From an optimization exercise on the open Yosys and OpenROAD flow, aimed at small area, a short achievable clock period and few clock cycles per item; shortcuts taken in it are not production practice.
Function was checked by simulation only, so behaviour that the tests miss may differ from the original.
Power figures rest on the tool's default switching activity, not on a simulated workload.

## dual_queue_shared_array
module dual_queue_shared_array #(
  parameter int unsigned DEPTH = 128
) (
  input  logic        clk_i,
  input  logic        rst_ni,
  input  logic        s_axis_tvalid,
  output logic        s_axis_tready,
  input  logic [31:0] s_axis_tdata,    
  input  logic [1:0]  s_axis_tuser,    
  output logic        m_axis_tvalid,
  input  logic        m_axis_tready,
  output logic [31:0] m_axis_tdata,    
  output logic [1:0]  m_axis_tuser     
);
  localparam int unsigned D  = 128;
  localparam int unsigned AW = 7;
  logic          rdy_q;
  logic [AW:0]   ext_a_q, ext_b_q;      
  logic [AW-1:0] hd_a_q, hd_b_q;        
  logic          empty_a_q, empty_b_q;  
  logic          last_a_q, last_b_q;    
  logic          full_q;                
  logic [AW:0]   free_q;                
  logic [D-1:0][31:0] mem_q;
  logic take;
  logic enq_ok, enq_a, enq_b, deq_a, deq_b, deq_ok, sel_b, sel_empty;
  logic [1:0] status;
  always_comb begin
    take      = s_axis_tvalid && rdy_q;
    sel_b     = s_axis_tuser[1];
    sel_empty = sel_b ? empty_b_q : empty_a_q;
    enq_ok    = take && !s_axis_tuser[0] && !full_q;
    enq_a     = enq_ok && !sel_b;
    enq_b     = enq_ok &&  sel_b;
  ...
Size: about 9000 cells after synthesis, ~4500 flip-flops.
==> flow/config.mk <==
export PLATFORM = sky130hd
export DESIGN_NAME = dual_queue_shared_array
export DESIGN_NICKNAME = dual_queue_shared_array
export VERILOG_FILES = /design/flow/design.v
export SDC_FILE = /design/flow/constraint.sdc
export NUM_CORES = 4
export LEC_CHECK = 0
export ABC_CLOCK_PERIOD_IN_PS = 2700
export CAP_MARGIN = 20
export CORE_MARGIN = 2
export CORE_UTILIZATION = 50
export CTS_CLUSTER_DIAMETER = 100
export CTS_CLUSTER_SIZE = 30
export PLACE_DENSITY = 0.6
export SETUP_SLACK_MARGIN = 3.4
export SLEW_MARGIN = 20
export TNS_END_PERCENT = 10
==> flow/constraint.sdc <==
create_clock -name core_clock -period 6.0 [get_ports {clk_i}]
set_input_delay 1.2000 -clock core_clock [delete_from_list [all_inputs] [get_ports {clk_i}]]
set_output_delay 1.2000 -clock core_clock [all_outputs]
set_load 0.01 [all_outputs]
standard.sh (not shown) runs the stock make flow with config.mk's settings and CLKGATE_MAP_FILE= SYNTH_SCRIPT=/design/flow/synth_recipe.tcl, a recipe that flattens the netlist after the stock synthesis.
==> flow/flow/run.sh <==
#!/bin/bash
set -euo pipefail
bash standard.sh finish "BUFFER_PORTS_ARGS=-buffer_cell sky130_fd_sc_hd__buf_2" > flow_make.log 2>&1
Testbench counts at the start, summed over its fixed seeds: cycles 24,024, items 24,000.
Rerun with:
==> flow/run.sh (new file) <==
#!/bin/bash
# synth_recipe.tcl (not shown) runs the flow's synth.tcl, then flattens the netlist and writes it again
# the make line also repeats each setting of config.mk as NAME=value (left out here)
make -C /OpenROAD-flow-scripts/flow DESIGN_CONFIG=/design/flow/config.mk WORK_HOME=/design/flow/orfs CLKGATE_MAP_FILE= SYNTH_SCRIPT=/design/flow/synth_recipe.tcl finish
Settings changed: CORE_UTILIZATION 50 to 60, PLACE_DENSITY 0.6 to 0.68, SETUP_SLACK_MARGIN 3.4 to 3.3.
removed: flow/flow/run.sh
removed: flow/standard.sh
What happened: The new run completed without violations. Cell area decreases by 1.3%. Combinational power decreases by about 2%. Clock power decreases by about 3%. Wire length decreases by 6.1%. Total power decreases by 0.82%. Worst hold slack is worse by 0.16 ns.

oak:
dual_queue_shared_array, a different RTL version from the one above (not shown whole).
For scale: ~9000 cells after synthesis, about 74 I/O pins.
export LEC_CHECK = 0
export ABC_CLOCK_PERIOD_IN_PS = 2700
export CAP_MARGIN = 20
export CORE_MARGIN = 2
export CORE_UTILIZATION = 56
export CTS_CLUSTER_DIAMETER = 90
export CTS_CLUSTER_SIZE = 27
export PLACE_DENSITY = 0.64
export SETUP_SLACK_MARGIN = 3.8
export SLEW_MARGIN = 20
export TNS_END_PERCENT = 40
create_clock -name core_clock -period 6.0 [get_ports {clk_i}]
==> flow/flow/run.sh <==
#!/bin/bash
set -euo pipefail
bash standard.sh finish \
  "BUFFER_PORTS_ARGS=-buffer_cell sky130_fd_sc_hd__buf_2" \
  "POST_GLOBAL_PLACE_TCL=$PWD/flow/move_out.tcl" > flow_make.log 2>&1
==> flow/flow/move_out.tcl <==
# Place the flip-flop that drives each output port's buffer on top of that
# buffer; detailed placement then legalizes it next to the buffer.
set block [ord::get_db_block]
set moved 0
foreach bterm [$block getBTerms] {
  if {[$bterm getIoType] != "OUTPUT"} { continue }
  set net [$bterm getNet]
  if {$net == "NULL"} { continue }
  set buf ""
  foreach it [$net getITerms] {
    if {[$it isOutputSignal]} { set buf [$it getInst] }
  }
  if {$buf == ""} { continue }
  set innet ""
  foreach it [$buf getITerms] {
    if {[$it isInputSignal]} { set innet [$it getNet] }
  }
  if {$innet == "" || $innet == "NULL"} { continue }
  set ff ""
  foreach it [$innet getITerms] {
    if {[$it isOutputSignal]} { set ff [$it getInst] }
  }
  if {$ff == ""} { continue }
  if {![[$ff getMaster] isSequential]} { continue }
  set loc [$buf getLocation]
  $ff setLocation [lindex $loc 0] [lindex $loc 1]
  incr moved
}
puts "move_out: placed $moved output flip-flops at their port buffers"
Testbench counts of oak, summed over its fixed seeds: cycles 24,024, items 24,000.
#### Input delta (pine over oak)
- TNS_END_PERCENT: 40 -> 30
- SETUP_SLACK_MARGIN: 3.8 -> 3.7
==> results.txt <==
- pine: flow complete, layout not clean; failing: antenna violations
- Worst clock skew down 0.0089 ns in pine wrt oak
- pine: number of filler instances in the final layout is 99 higher than what oak reported.
- In terms of overall routed net length, oak and pine differ only marginally.
- | fraction of the cycle the final worst path needs | pine vs oak | 0.36 points higher |
- As far as cell count along the critical path goes, pine and oak are indistinguishable; the numbers are identical.
- Between oak and pine, the critical path's largest stage delay does not differ in any meaningful way.
- Looking at time the worst path needs with I/O delays and setup, pine sits above oak.
- From oak to pine the numbers moved as follows: clock tree buffer count of the final layout went down 7, switching power share of the total shows no meaningful change.
What birch does differently from pine at the input level:
- changing PLACE_DENSITY from 0.64 to 0.66
- changing CORE_UTILIZATION from 56 to 58
--- outcome ---
- birch reached the final stage; the timing, design-rule and antenna checks on its layout passed.
- Complete run, failing final checks: pine, reason antenna violations.
- Total congestion overflow after global routing: pine vs birch — no meaningful difference
- Compared birch vs pine, and post-CTS setup repair buffer count is down in birch.
- birch and pine ended up with nearly the same total power of the final layout.
- Comparing birch and pine, design internal power is lower on pine.
- Looking at core utilization of the finished layout, birch sits 2.3 points higher than pine does.

-- port drivers added, routing unchanged --
The flow's constraints put no driver on any port. The routed layouts listed below were extracted and timed again, unchanged, in two steps.
Step 1: set_driving_cell puts a clkbuf_16 on clk_i and a buf_2 on each other input, an assumption about the parent block.
Step 2, shift: input delay + t, output delay - t, t = (earliest + latest rising clock arrival at the registers) / 2. This alone moves slack from input paths to output paths.
Slacks: ideal ports / drivers / drivers and shift; pairs: ideal ports / drivers.
run | shift t [ns] | setup slack, ns | worst hold slack (ns) | clock arrival spread, ns
the first run of note 1 | 1.030 | 3.092 / 3.084 / 2.134 | 0.240 / 0.169 / 0.337 | 0.049 / 0.049
the second run of note 1 | 1.014 | 3.142 / 3.084 / 2.231 | 0.076 / 0.019 / 0.338 | 0.058 / 0.057
oak | 1.042 | 3.359 / 3.248 / 2.685 | 0.351 / 0.261 / 0.374 | 0.069 / 0.068
pine | 1.025 | 3.337 / 3.237 / 2.497 | 0.343 / 0.266 / 0.356 | 0.054 / 0.054
birch | 1.028 | 3.321 / 3.224 / 2.579 | 0.345 / 0.276 / 0.345 | 0.043 / 0.043
For the first run of note 1, which loses most, drivers alone change the setup slack by -0.008 ns; drivers and shift together by -0.958 ns.
